Background: an optimization exercise with open tools, aiming at a short achievable clock period and few clock cycles. Do not read the settings as production practice.
In this exercise RTL edits were held to simulation tests only and were not proved equivalent to the original.
Power is estimated from default activity; no workload was simulated.

==> design/flow/design.v <==
module yrow_delta_integrator #(
  parameter int DATA_W     = 24,
  parameter int ENTRIES    = 5,
  parameter int ADDR_W     = 16
) (
  input  logic                     clk,
  input  logic                     rst_n,
  input  logic                     chng_valid,
  output logic                     chng_ready,
  input  logic [ADDR_W-1:0]        chng_row,
  input  logic [ADDR_W-1:0]        chng_col,
  input  logic [DATA_W-1:0]        chng_real,
  input  logic [DATA_W-1:0]        chng_img,
  input  logic                     filt_EN,
  output logic                     op_rd_req,
  output logic [ADDR_W-1:0]        op_y_row,
  input  logic [ENTRIES*2*DATA_W-1:0] ymem_data,
  input  logic                     yMemDataReady,
  output logic                     op_wr_en,
  output logic [ENTRIES*2*DATA_W-1:0] op_wr_data,
  output logic [2*DATA_W-1:0]      op_yVal1,
  output logic [2*DATA_W-1:0]      op_yVal2,
  output logic                     op_EX_EN,
  input  logic                     exModDone,
  output logic                     op_Done,
  output logic                     op_colErr
);
  localparam int ENT_W = 2 * DATA_W;
  localparam int ROW_W = ENTRIES * ENT_W;
  logic               held_q, chng_ready_q, op_rd_req_q, op_ex_en_q, ex_wait_q;
  logic               op_done_q, op_col_err_q;
  logic [ADDR_W-1:0]  op_y_row_q;
  logic [ENTRIES-1:0] cur_sel_q, cur_nsel_q, cur_sel_im_q;
  logic [DATA_W-1:0]  cur_re_q, cur_im_q;
  logic [ENTRIES-1:0] in_sel_s;
  logic               in_good_s, take_s, push_s, free_s, start_s, held_d, rd_d;
  always_comb begin
    for (int k = 0; k < ENTRIES; k++) in_sel_s[k] = (chng_col == ADDR_W'(k));
  end
  assign in_good_s = |in_sel_s;
  assign take_s    = chng_valid & chng_ready_q;
  assign push_s    = take_s & in_good_s;
  assign free_s    = ~(op_rd_req_q | op_ex_en_q | ex_wait_q) | (ex_wait_q & exModDone);
  assign start_s   = free_s & filt_EN & (held_q | push_s);
  assign held_d    = (held_q | push_s) & ~start_s;
  assign rd_d      = start_s | (op_rd_req_q & ~yMemDataReady);
  always_ff @(posedge clk or negedge rst_n) begin
    if (!rst_n) begin
      held_q       <= 1'b0;
      chng_ready_q <= 1'b0;
      op_rd_req_q  <= 1'b0;
      op_ex_en_q   <= 1'b0;
      ex_wait_q    <= 1'b0;
      op_done_q    <= 1'b0;
      op_col_err_q <= 1'b0;
    end else begin
      held_q       <= held_d;
      chng_ready_q <= ~held_d & ~rd_d;
      op_rd_req_q  <= rd_d;
      op_ex_en_q   <= op_rd_req_q & yMemDataReady;
      ex_wait_q    <= op_ex_en_q | (ex_wait_q & ~exModDone);
      op_done_q    <= ~held_q & ~op_rd_req_q & ~op_ex_en_q & ~(ex_wait_q & ~exModDone);
      op_col_err_q <= op_col_err_q | (take_s & ~in_good_s);
    end
  end
  always_ff @(posedge clk) begin
    if (chng_ready_q) cur_sel_im_q <= in_sel_s;
  end
  logic load_q;
  always_ff @(posedge clk) begin
    load_q <= ~held_d & ~rd_d;
    if (load_q) begin
      op_y_row_q <= chng_row;
      cur_sel_q  <= in_sel_s;
      cur_nsel_q <= ~in_sel_s;
      cur_re_q   <= chng_real;
      cur_im_q   <= chng_img;
    end
  end
  logic [ROW_W-1:0] upd_s, new_row_s;
  logic [ENT_W-1:0] old_ent_s, new_ent_s;
  logic [ROW_W-1:0] op_wr_data_q;
  logic [ENT_W-1:0] op_yval1_q, op_yval2_q;
  logic [ROW_W-1:0]   upd_n_s;
  for (genvar k = 0; k < ENTRIES; k++) begin : g_ent
    yrow_sat_add #(.W(DATA_W)) u_re (
      .a(ymem_data[k*ENT_W + DATA_W +: DATA_W]), .b(cur_re_q),
      .y(upd_s[k*ENT_W + DATA_W +: DATA_W]), .y_n(upd_n_s[k*ENT_W + DATA_W +: DATA_W]));
    yrow_sat_add #(.W(DATA_W)) u_im (
      .a(ymem_data[k*ENT_W +: DATA_W]), .b(cur_im_q),
      .y(upd_s[k*ENT_W +: DATA_W]), .y_n(upd_n_s[k*ENT_W +: DATA_W]));
    for (genvar i = 0; i < ENT_W; i++) begin : g_bit
      logic keep_n;
      yrow_nand2 u_keep (.a(cur_nsel_q[k]), .b(ymem_data[k*ENT_W + i]), .y(keep_n));
      yrow_oai21 u_wr   (.a1(cur_nsel_q[k]), .a2(upd_n_s[k*ENT_W + i]), .b1(keep_n),
                         .y(new_row_s[k*ENT_W + i]));
    end
  end
  logic [ENT_W-1:0] old_ent_n_s;
  for (genvar i = 0; i < ENT_W; i++) begin : g_sel
    logic [ENTRIES-1:0] m_n;
    logic               p_lo, p_hi;
    for (genvar k = 0; k < ENTRIES; k++) begin : g_k
      yrow_nand2 u_m (.a(i < DATA_W ? cur_sel_im_q[k] : cur_sel_q[k]), .b(ymem_data[k*ENT_W + i]),
                      .y(m_n[k]));
    end
    if (ENTRIES == 5) begin : g_5
      yrow_nand3 u_lo (.a(m_n[0]), .b(m_n[1]), .c(m_n[2]), .y(p_lo));
      yrow_nand2 u_hi (.a(m_n[3]), .b(m_n[4]), .y(p_hi));
    end else begin : g_g
      assign p_lo = ~&m_n;
      assign p_hi = 1'b0;
    end
    yrow_nor2 u_old_n (.a(p_lo), .b(p_hi), .y(old_ent_n_s[i]));
    yrow_inv  u_old   (.a(old_ent_n_s[i]), .y(old_ent_s[i]));
  end
  yrow_sat_add #(.W(DATA_W), .AINV(1)) u_new_re (
    .a(old_ent_n_s[DATA_W +: DATA_W]), .b(cur_re_q), .y(new_ent_s[DATA_W +: DATA_W]), .y_n());
  yrow_sat_add #(.W(DATA_W), .AINV(1)) u_new_im (
    .a(old_ent_n_s[0 +: DATA_W]), .b(cur_im_q), .y(new_ent_s[0 +: DATA_W]), .y_n());
  always_ff @(posedge clk) begin
    op_wr_data_q <= new_row_s;
    op_yval1_q   <= old_ent_s;
    op_yval2_q   <= new_ent_s;
  end
  assign chng_ready = chng_ready_q;
  assign op_rd_req  = op_rd_req_q;
  assign op_y_row   = op_y_row_q;
  assign op_wr_en   = op_ex_en_q;
  assign op_wr_data = op_wr_data_q;
  assign op_yVal1   = op_yval1_q;
  assign op_yVal2   = op_yval2_q;
  assign op_EX_EN   = op_ex_en_q;
  assign op_Done    = op_done_q;
  assign op_colErr  = op_col_err_q;
endmodule
module yrow_sat_add #(
  parameter int W    = 24,
  parameter int NC   = 4,
  parameter int AINV = 0
) (
  input  logic [W-1:0] a,
  input  logic [W-1:0] b,
  output logic [W-1:0] y,
  output logic [W-1:0] y_n
);
  localparam int LV = $clog2(W - 1);
  localparam bit CPOS = ((LV + AINV) % 2) == 1;
  logic [W-1:0] gp [LV+1];
  logic [W-1:0] tp [LV+1];
  logic [W-1:0] x, c, s;
  logic         top_hi, top_lo_n, top_hi_n, top_lo, a_top;
  if (AINV == 0) begin : g_l0p
    for (genvar i = 0; i < W; i++) begin : g_l0
      yrow_nand2 u_g (.a(a[i]), .b(b[i]), .y(gp[0][i]));
      yrow_nor2  u_t (.a(a[i]), .b(b[i]), .y(tp[0][i]));
      yrow_xor2  u_x (.a(a[i]), .b(b[i]), .y(x[i]));
    end
    assign a_top = a[W-1];
  end else begin : g_l0n
    for (genvar i = 0; i < W; i++) begin : g_l0
      logic b_n;
      yrow_inv   u_b (.a(b[i]), .y(b_n));
      yrow_nor2  u_g (.a(a[i]), .b(b_n), .y(gp[0][i]));
      yrow_nand2 u_t (.a(a[i]), .b(b_n), .y(tp[0][i]));
      yrow_xor2  u_x (.a(a[i]), .b(b_n), .y(x[i]));
    end
    yrow_inv u_at (.a(a[W-1]), .y(a_top));
  end
  for (genvar l = 1; l <= LV; l++) begin : g_lv
    localparam int D = 1 << (l - 1);
    for (genvar i = 0; i < W; i++) begin : g_b
      if (i < D) begin : g_pass
        yrow_inv u_g (.a(gp[l-1][i]), .y(gp[l][i]));
        assign tp[l][i] = 1'b0;
      end else if (((l + AINV) % 2) == 1) begin : g_odd
        yrow_oai21 u_g (.a1(tp[l-1][i]), .a2(gp[l-1][i-D]), .b1(gp[l-1][i]), .y(gp[l][i]));
        if (i >= 2 * D) begin : g_t
          yrow_nor2 u_t (.a(tp[l-1][i]), .b(tp[l-1][i-D]), .y(tp[l][i]));
        end else begin : g_nt
          assign tp[l][i] = 1'b0;
        end
      end else begin : g_even
        yrow_aoi21 u_g (.a1(tp[l-1][i]), .a2(gp[l-1][i-D]), .b1(gp[l-1][i]), .y(gp[l][i]));
        if (i >= 2 * D) begin : g_t
          yrow_nand2 u_t (.a(tp[l-1][i]), .b(tp[l-1][i-D]), .y(tp[l][i]));
        end else begin : g_nt
          assign tp[l][i] = 1'b1;
        end
      end
    end
  end
  assign c[0] = CPOS ? 1'b0 : 1'b1;
  for (genvar i = 1; i < W; i++) begin : g_c
    assign c[i] = gp[LV][i-1];
  end
  assign s[0] = x[0];
  for (genvar i = 1; i < W; i++) begin : g_s
    if (CPOS) begin : g_p
      yrow_xor2  u_s (.a(x[i]), .b(c[i]), .y(s[i]));
    end else begin : g_n
      yrow_xnor2 u_s (.a(x[i]), .b(c[i]), .y(s[i]));
    end
  end
  localparam int DL = 1 << (LV - 1);
  logic [NC-1:0] cs;
  for (genvar j = 0; j < NC; j++) begin : g_cs
    if (CPOS) begin : g_odd
      yrow_oai21 u_g (.a1(tp[LV-1][W-2]), .a2(gp[LV-1][W-2-DL]), .b1(gp[LV-1][W-2]), .y(cs[j]));
    end else begin : g_even
      yrow_aoi21 u_g (.a1(tp[LV-1][W-2]), .a2(gp[LV-1][W-2-DL]), .b1(gp[LV-1][W-2]), .y(cs[j]));
    end
  end
  yrow_nor2  u_hi  (.a(a_top), .b(b[W-1]), .y(top_hi));
  yrow_nand2 u_lo  (.a(a_top), .b(b[W-1]), .y(top_lo_n));
  yrow_inv   u_hip (.a(top_hi), .y(top_hi_n));
  yrow_inv   u_lop (.a(top_lo_n), .y(top_lo));
  for (genvar i = 0; i < W - 1; i++) begin : g_y
    logic c1_n, c0_n, c1, c0;
    yrow_nor2  u_c1  (.a(s[i]), .b(top_hi), .y(c1_n));
    yrow_nand2 u_c0  (.a(s[i]), .b(top_lo_n), .y(c0_n));
    yrow_inv   u_c1p (.a(c1_n), .y(c1));
    yrow_inv   u_c0p (.a(c0_n), .y(c0));
    if (CPOS) begin : g_p
      yrow_mux2i u_y   (.s(cs[i * NC / (W - 1)]), .a1(c1_n), .a0(c0_n), .y(y[i]));
      yrow_mux2i u_yn  (.s(cs[i * NC / (W - 1)]), .a1(c1), .a0(c0), .y(y_n[i]));
    end else begin : g_n
      yrow_mux2i u_y   (.s(cs[i * NC / (W - 1)]), .a1(c0_n), .a0(c1_n), .y(y[i]));
      yrow_mux2i u_yn  (.s(cs[i * NC / (W - 1)]), .a1(c0), .a0(c1), .y(y_n[i]));
    end
  end
  if (CPOS) begin : g_sp
    yrow_mux2i u_sign   (.s(cs[NC-1]), .a1(top_lo_n), .a0(top_hi), .y(y[W-1]));
    yrow_mux2i u_sign_n (.s(cs[NC-1]), .a1(top_lo), .a0(top_hi_n), .y(y_n[W-1]));
  end else begin : g_sn
    yrow_mux2i u_sign   (.s(cs[NC-1]), .a1(top_hi), .a0(top_lo_n), .y(y[W-1]));
    yrow_mux2i u_sign_n (.s(cs[NC-1]), .a1(top_hi_n), .a0(top_lo), .y(y_n[W-1]));
  end
endmodule
module yrow_inv   (input logic a, output logic y);            assign y = ~a;        endmodule
module yrow_nand2 (input logic a, b, output logic y);         assign y = ~(a & b);  endmodule
module yrow_nor2  (input logic a, b, output logic y);         assign y = ~(a | b);  endmodule
module yrow_and2  (input logic a, b, output logic y);         assign y = a & b;     endmodule
module yrow_xor2  (input logic a, b, output logic y);         assign y = a ^ b;     endmodule
module yrow_xnor2 (input logic a, b, output logic y);         assign y = ~(a ^ b);  endmodule
module yrow_oai21 (input logic a1, a2, b1, output logic y);   assign y = ~((a1 | a2) & b1); endmodule
module yrow_aoi21 (input logic a1, a2, b1, output logic y);   assign y = ~((a1 & a2) | b1); endmodule
module yrow_nand3 (input logic a, b, c, output logic y);      assign y = ~(a & b & c); endmodule
module yrow_aoi22 (input logic a1, a2, b1, b2, output logic y); assign y = ~((a1 & a2) | (b1 & b2)); endmodule
module yrow_mux2i (input logic s, a0, a1, output logic y);    assign y = ~(s ? a1 : a0); endmodule
module yrow_sel #(parameter int N = 5) (input logic [N-1:0] s, v, output logic y);
  if (N == 5) begin : g_5
    logic p01_n, p23_n, p4_n;
    yrow_aoi22 u_p01 (.a1(s[0]), .a2(v[0]), .b1(s[1]), .b2(v[1]), .y(p01_n));
    yrow_aoi22 u_p23 (.a1(s[2]), .a2(v[2]), .b1(s[3]), .b2(v[3]), .y(p23_n));
    yrow_nand2 u_p4  (.a(s[4]), .b(v[4]), .y(p4_n));
    yrow_nand3 u_y   (.a(p01_n), .b(p23_n), .c(p4_n), .y(y));
  end else begin : g_n
    assign y = |(s & v);
  end
endmodule
==> design/flow/run.sh <==
#!/bin/bash
# synth_recipe.tcl (not shown) runs the flow's synth.tcl, then flattens the netlist and writes it again
# the make line also repeats each setting of config.mk as NAME=value (left out here)
make -C /OpenROAD-flow-scripts/flow DESIGN_CONFIG=/design/flow/config.mk WORK_HOME=/design/flow/orfs CLKGATE_MAP_FILE= SYNTH_SCRIPT=/design/flow/synth_recipe.tcl finish
==> design/flow/config.mk <==
export PLATFORM = sky130hd
export DESIGN_NAME = yrow_delta_integrator
export DESIGN_NICKNAME = yrow_delta_integrator
export VERILOG_FILES = /design/flow/design.v
export SDC_FILE = /design/flow/constraint.sdc
export NUM_CORES = 4
export LEC_CHECK = 0
export CAP_MARGIN = 20
export CORE_MARGIN = 2
export CORE_UTILIZATION = 45
export PLACE_DENSITY = 0.85
export SETUP_SLACK_MARGIN = 4.0
export SLEW_MARGIN = 20
export SYNTH_HIERARCHICAL = 1
export SYNTH_MINIMUM_KEEP_SIZE = 0
==> design/flow/constraint.sdc <==
create_clock -name core_clock -period 6.0 [get_ports {clk}]
set_input_delay 1.2000 -clock core_clock [delete_from_list [all_inputs] [get_ports {clk}]]
set_output_delay 1.2000 -clock core_clock [all_outputs]
set_load 0.01 [all_outputs]
==> results.py, run 1 <==
metrics = {
    "finish": {
        "regArea_um2": 9660,
        "fin_util": 0.769,
        "drive_above_1_share": 0.496,
        "syn2layout_area_growth_pct": 70.0,
        "final_nets": 7594,
        "nFillCells": 5899,
        "multi_input_area_um2": 35900,
    },
    "worst_setup_path": {
        "cp-end-kind": "register",
        "critPathMaxFanout": 4,
        "rr_worst_depth": 13,
        "rr_endpoint": "op_wr_data_q[20]",
        "reg2reg_from": "cur_im_q[11]",
        "cp.required_ps": 6490,
        "r2r_slack_ps": 3390,
        "crit_path_start_kind": "register",
        "worstSetupPathType": "register to register",
        "cp.arrival_ps": 3100,
    },
    "power_and_ir_drop": {
        "internal-power_w": 0.00722,
        "clockPowerShare": 0.280,
        "p_leak_nw": 31.6,
        "seq_power_share": 0.256,
        "ir_drop_uv": 267,
        "total_power_w": 0.0122,
        "switching_share": 0.407,
        "p_sw_w": 0.00495,
        "p_per_area_nw_per_um2": 187,
        "combPwrFrac": 0.464,
    },
    "synthesis": {
        "syn_avg_cell_area_um2": 6.38,
        "syn-cell-area_um2": 38300,
        "yosysWarnings": 17,
        "syn_inst": 6008,
        "synth_nets": 6334,
    },
    "cts": {
        "clk_root_buffer_cell": "clkbuf_16",
        "clkLatencyLatePin_ps": 670,
        "numCtsBuffers": 49,
        "cts_tree": "yes",
        "clockBufferDepth": 3,
        "cts_hold_buf": 0,
        "htree_levels": 2,
        "cts_sinks": 423,
        "clk_pin_slew_ps": 70,
    },
    "die": {
        "rows": 107,
        "die-area_um2": 87500,
        "io_pins": 684,
        "chipWidth_um": 296,
        "start_util": 0.452,
        "die_height_um": 296,
        "coreArea_um2": 84700,
    },
    "drt": {
        "routedWlPerCell_um": 25.0,
        "drt_iter0_drc": 4888,
        "wl_um": 212000,
        "ant_nets": 0,
        "dr.pass1.iters": 6,
        "vias": 48800,
        "vias_per_cell": 5.77,
        "drc": 0,
    },
    "sta": {
        "slew_violations": 0,
        "setup_viol": 0,
        "min_period_ps": 2610,
        "rsz0062_at_grt": "true",
        "max_slew_margin": 0.207,
        "final-hold-violation-count": 0,
        "finalSetupTns_ps": 0,
        "tightest_slew_ps": 1190,
        "whs_ps": 447,
        "timing.final.crit_share": 0.434,
        "finClkSkew_ps": 34.6,
        "timing.fmax_ghz": 0.384,
    },
    "grt": {
        "grt_busiest_layer": "met2",
        "grt.overflow.total": 0,
        "antenna_found_initial": 15,
        "grt_pass1_vias": 46600,
        "grt_pass1_wl_um": 289000,
        "grt_max_degree": 97,
        "grtUsageMet1": 0.527,
        "grt.total_usage": 0.441,
        "met3_usage": 0.111,
        "globalRouteMet2Util": 0.693,
    },
    "worst_hold_path": {
        "hold_end": "op_done_q",
        "hp-start": "held_q",
        "hold_path.class": "register to register",
        "hold-path-cell-count": 1,
    },
    "place": {
        "dp_hpwl_um": 145000,
        "io_buffers": 683,
        "place_congestion": 1.03,
    },
    "flow_run": {
        "drv_cap": 0,
    },
    "status": {
        "status": "finished clean",
    },
}
[registers in the layout (all words and copies together) (netlist names), 5 cells and up]
signal and flops:
cur_im_q 24, cur_nsel_q 5, cur_re_q 24, cur_sel_im_q 5, cur_sel_q 5, op_wr_data_q 240
op_y_row_q 16, op_yval1_q 48, op_yval2_q 48
[how the worst max path moves through the flow]
stage / slack, ps / cells after the start / startpoint / to
after floorplan: 3330 / 8 / ymem_data[193] / op_wr_data_q[198]
after CTS: 3570 / 1 / op_ex_en_q / op_wr_en
after global placement: 1950 / 13 / ymem_data[101] / op_yval2_q[13]
after global routing: 3310 / 12 / ymem_data[237] / op_wr_data_q[238]
after detailed placement: 1960 / 11 / ymem_data[67] / op_yval2_q[17]
final: 3390 / 13 / cur_im_q[11] / op_wr_data_q[20]
[cells in the final DEF (no fill, tap or decap), types with 9 or more instances in the layout]
master / instances
buf_4: 376
inv_2: 38
inv_4: 12
nor2_4: 390
clkdlybuf4s50_1: 75
diode_2: 9
xor2_2: 33
xor2_1: 463
dfxtp_4: 18
nand2_1: 1014
a21oi_4: 113
inv_1: 899
a21oi_2: 349
mux2i_2: 33
buf_12: 120
o21ai_1: 376
nor2_1: 397
buf_2: 114
mux2i_4: 26
bufinv_16: 9
clkbuf_16: 55
buf_8: 28
xnor2_2: 21
nor2_2: 230
nand3_4: 46
dfxtp_2: 236
o21ai_2: 296
xnor2_1: 23
edfxtp_1: 79
o21ai_4: 151
dfxtp_1: 83
nand2_8: 10
buf_6: 471
nand2_4: 136
nand2_2: 263
mux2i_1: 229
clkinv_4: 9
[layout make-up]
| type | instances | share of cell area |
|---|---|---|
| multi-input combinational | 4632 | 0.551 |
| timing repair buffer | 1211 | 0.196 |
| sequential | 423 | 0.148 |
| inverter | 951 | 0.0555 |
| tap | 1144 | 0.0220 |
| clock buffer | 56 | 0.0197 |
| clock inverter | 35 | 0.00708 |
| antenna | 9 | 0.000346 |
[stage by stage]
step	area, um^2	setup WS [ps]	instances
6_report	65200	3390	8461
5_1_grt	65200	3310	8456
4_1_cts	61000	3570	8314
3_5_place_dp	49600	1960	7901
3_3_place_gp	49600	1950	7900
2_1_floorplan	40800	3330	6008
[routing by layer]
metal,share of wire,routed length (um)
met1,0.36,76300
met2,0.43,91900
met3,0.12,24800
met4,0.089,18900
met5,0.00045,95
[power by group through the flow]
| stage | sequential (W) | combinational [W] | clock [W] |
|---|---|---|---|
| finish | 0.00312 | 0.00565 | 0.00341 |
| global route | 0.00312 | 0.00595 | 0.00352 |
| CTS | 0.00310 | 0.00497 | 0.00340 |
| detailed placement | 0.00316 | 0.00408 | 0 |
| global placement | 0.00316 | 0.00402 | 0 |
| floorplan | 0.00325 | 0.00258 | 0 |
[what timing repair did]
item,in CTS,in global routing
gates resized for setup,5168,634
cloned,9,6
setup endpoints to repair,678,653
buffers inserted,313,132
pin swaps,732,371
[critical path, cell delays in order, from the launching register on]
cell and delay (ps):
edfxtp_1 510, buf_6 190, buf_16 130, nor2_4 160, nor2_2 70, a21oi_2 180
o21ai_2 100, a21oi_2 140, o21ai_2 80, xor2_1 180, nor2_1 100, inv_1 60
mux2i_2 390, o21ai_2 140
Testbench counts, summed over its fixed seeds: cycles 18,617.
==> run 2: changes to the inputs <==
--- a/design/flow/design.v
+++ b/design/flow/design.v
@@ -33,4 +33,6 @@
   logic [ENTRIES-1:0] cur_sel_q, cur_nsel_q, cur_sel_im_q;
   logic [DATA_W-1:0]  cur_re_q, cur_im_q;
+  logic [DATA_W-1:0]  ent_re_q [ENTRIES];
+  logic [DATA_W-1:0]  ent_im_q [ENTRIES];
   logic [ENTRIES-1:0] in_sel_s;
   logic               in_good_s, take_s, push_s, free_s, start_s, held_d, rd_d;
@@ -76,4 +78,8 @@
       cur_re_q   <= chng_real;
       cur_im_q   <= chng_img;
+      for (int k = 0; k < ENTRIES; k++) begin
+        ent_re_q[k] <= in_sel_s[k] ? chng_real : '0;
+        ent_im_q[k] <= in_sel_s[k] ? chng_img : '0;
+      end
     end
   end
@@ -85,8 +91,8 @@
   for (genvar k = 0; k < ENTRIES; k++) begin : g_ent
     yrow_sat_add #(.W(DATA_W)) u_re (
-      .a(ymem_data[k*ENT_W + DATA_W +: DATA_W]), .b(cur_re_q),
+      .a(ymem_data[k*ENT_W + DATA_W +: DATA_W]), .b(ent_re_q[k]),
       .y(upd_s[k*ENT_W + DATA_W +: DATA_W]), .y_n(upd_n_s[k*ENT_W + DATA_W +: DATA_W]));
     yrow_sat_add #(.W(DATA_W)) u_im (
-      .a(ymem_data[k*ENT_W +: DATA_W]), .b(cur_im_q),
+      .a(ymem_data[k*ENT_W +: DATA_W]), .b(ent_im_q[k]),
       .y(upd_s[k*ENT_W +: DATA_W]), .y_n(upd_n_s[k*ENT_W +: DATA_W]));
     for (genvar i = 0; i < ENT_W; i++) begin : g_bit
--- a/design/flow/config.mk
+++ b/design/flow/config.mk
@@ -9,5 +9,5 @@
 export CORE_MARGIN = 2
 export CORE_UTILIZATION = 45
-export PLACE_DENSITY = 0.85
+export PLACE_DENSITY = 0.75
 export SETUP_SLACK_MARGIN = 4.0
 export SLEW_MARGIN = 20
==> results.py, run 2 <==
metrics = {
    "worst_setup_path": {
        "rr_endpoint": "op_yval2_q[31]",
        "path_buf_inv": 8,
        "cp.arrival_ps": 3220,
        "crit_family": "buffers and inverters",
        "critPathLaunch": "chng_col[10]",
        "cp_slowest_stage_delay_ps": 370,
        "endpoint": "ent_im_q[2][15]",
        "worstSetupPathType": "input pin to register",
        "crit_path_start_kind": "input pin",
        "cpMaxStageDelayCell": "nor4_4",
        "critPathMaxFanout": 7,
        "reg2reg_from": "cur_sel_q[0]",
        "r2r_slack_ps": 3400,
        "path_depth": 12,
        "cp-end-kind": "register",
        "cp.required_ps": 6530,
        "cp_cell_sequence": "buf_6, nor4_4, nand4_4, buf_12, buf_12, buf_6, nor4b_4, buf_6, buf_12, buf_8, buf_12, and2_4",
        "rr_worst_depth": 12,
        "cp_common_cell": "buf_12",
    },
    "sta": {
        "timing.final.crit_share": 0.448,
        "final-hold-violation-count": 0,
        "setup_viol": 0,
        "setup_ws_ps": 3310,
        "finalSetupTns_ps": 0,
        "min_period_ps": 2690,
        "max_slew_margin": 0.254,
        "timing.fmax_ghz": 0.372,
        "rsz0062_at_grt": "true",
        "finClkSkew_ps": 34.2,
        "tightest_slew_ps": 1120,
        "slew_violations": 0,
    },
    "cts": {
        "htree_levels": 3,
        "clkLatencyLatePin_ps": 680,
        "clk_root_buffer_cell": "clkbuf_16",
        "clockBufferDepth": 3,
        "cts_sinks": 663,
        "numCtsBuffers": 79,
        "clk_pin_slew_ps": 60,
        "cts_hold_buf": 0,
        "cts_tree": "yes",
    },
    "finish": {
        "multi_input_area_um2": 38900,
        "final_cell_mix": "nand2_1 (981), inv_1 (854), nor2_4 (474)",
        "mostFrequentLayoutCell": "nand2_1",
        "regArea_um2": 16900,
        "nFillCells": 7251,
        "syn2layout_area_growth_pct": 63.0,
        "largest_reg_flops": 240,
        "top_register": "op_wr_data_q",
        "final_nets": 8055,
        "fin_area_um2": 76800,
        "drive_above_1_share": 0.494,
        "fin_util": 0.741,
        "largest_registers": "op_wr_data_q: 240 flops, ent_im_q: 120 flops, ent_re_q: 120 flops",
    },
    "place": {
        "pre_cts_slack_ps": 1840,
        "place_congestion": 1.02,
        "io_buffers": 683,
        "dp_hpwl_um": 152000,
        "dpl_cell_area_um2": 57200,
    },
    "power_and_ir_drop": {
        "ir_drop_uv": 228,
        "p_sw_w": 0.00352,
        "clockPowerShare": 0.419,
        "combPwrFrac": 0.177,
        "internal-power_w": 0.00864,
        "p_per_area_nw_per_um2": 158,
        "total_power_w": 0.0122,
        "switching_share": 0.289,
        "seq_power_share": 0.405,
        "p_leak_nw": 35.5,
    },
    "grt": {
        "grt_max_degree": 109,
        "grt.total_usage": 0.394,
        "grt_busiest_layer": "met2",
        "grt.overflow.total": 0,
        "grt_pass1_wl_um": 314000,
        "grtUsageMet1": 0.471,
        "met3_usage": 0.0941,
        "antenna_found_initial": 37,
        "grt_pass1_vias": 49400,
        "globalRouteMet2Util": 0.625,
    },
    "drt": {
        "routedWlPerCell_um": 24.9,
        "ant_nets": 0,
        "dr.pass1.iters": 6,
        "drc": 0,
        "drt_iter0_drc": 5357,
        "vias": 52300,
        "wl_um": 229000,
        "vias_per_cell": 5.68,
    },
    "status": {
        "status": "finished clean",
    },
    "die": {
        "rows": 118,
        "coreArea_um2": 104000,
        "chipWidth_um": 328,
        "io_pins": 684,
        "die_height_um": 328,
        "start_util": 0.455,
        "die-area_um2": 107000,
    },
    "worst_hold_path": {
        "hold_path.class": "register to register",
    },
    "synthesis": {
        "syn-cell-area_um2": 47100,
        "yosysWarnings": 21,
        "syn_inst": 6504,
        "syn_avg_cell_area_um2": 7.24,
        "synth_nets": 6830,
    },
    "flow_run": {
        "drv_cap": 0,
    },
}
## run 2: changes by cell type in the layout (fill, tap and decap cells not counted), sizes merged, moves of 2 or more
cell,delta
clkinv,+6
bufinv,-6
edfxtp,+240
diode,+16
or4b,-2
clkdlybuf4s15,+4
buf,-45
and4bb,+6
bufbuf,-2
clkbuf,+58
and2,+239
clkinvlp,+2
## run 2: per-stage QoR
stage          std cells  hold slack (ps)
2_1_floorplan       6504              409
3_3_place_gp        8577              439
3_5_place_dp        8577              473
4_1_cts             9068              470
5_1_grt             9179              481
6_report            9200              483
## run 2: area by class of cell
type	instances	share of cell area
Multi-Input combinational cell	4866	0.506
Sequential cell	663	0.220
Timing Repair Buffer	1164	0.168
Inverter	955	0.0473
Clock buffer	115	0.0316
Tap cell	1380	0.0225
Clock inverter	32	0.00370
Antenna cell	25	0.000814
## run 2: what timing repair did
item,4_1_cts,5_1_grt
pin swaps,903,699
buffers inserted,302,107
resized for setup,5330,1126
cloned,42,0
setup endpoints to repair,1018,906
## run 2: routing by layer
metal	up-vias	part of all wire
met5	-	0.00048
met4	14	0.089
met3	1061	0.10
met2	3097	0.45
met1	24800	0.35
li1	23300	-
## run 2: worst min-delay path by stage
| stage | startpoint | end | slack, ps | cells past startpoint |
|---|---|---|---|---|
| floorplan | held_q | op_done_q | 410 | 1 |
| global placement | held_q | op_done_q | 440 | 1 |
| detailed placement | held_q | op_done_q | 470 | 1 |
| CTS | held_q | op_done_q | 470 | 1 |
| global route | held_q | op_done_q | 480 | 1 |
| finish | held_q | op_done_q | 480 | 1 |
## run 2: power groups by stage
stage	clock network (W)	registers, W	logic [W]
after floorplan	0	0.00502	0.000654
after global placement	0	0.00499	0.00159
after detailed placement	0	0.00499	0.00161
after CTS	0.00512	0.00491	0.00187
after global routing	0.00528	0.00492	0.00224
final	0.00509	0.00492	0.00215
Testbench counts of run 2, summed over its fixed seeds: cycles 18,617.

==> static timing again, ports no longer ideal <==
The results above use ideal ports. As a check the final layouts listed here were re-extracted and re-timed, cells and wires unchanged.
Step 1: set_driving_cell puts a clkbuf_16 on clk and a buf_2 on each other input, an assumption about the parent block.
Step 2, shift: input delay + t, output delay - t, t = (earliest + latest rising clock arrival at the registers) / 2. This alone moves slack from input paths to output paths.
Slacks: ideal / step 1 / step 2; pairs: ideal / step 1.
| run | shift t [ns] | setup WS [ns] | worst setup path after step 2 | worst register clock-pin slew, ns |
|---|---|---|---|---|
| run 1 | 0.719 | 3.393 / 3.393 / 2.695 | input to register | 0.08 / 0.08 |
| run 2 | 0.739 | 3.315 / 3.288 / 2.616 | input to register | 0.07 / 0.07 |
After both steps every run listed still meets setup and hold. The setup slack of run 2, which loses most, moves by -0.027 ns with the drivers and by -0.699 ns with both steps.
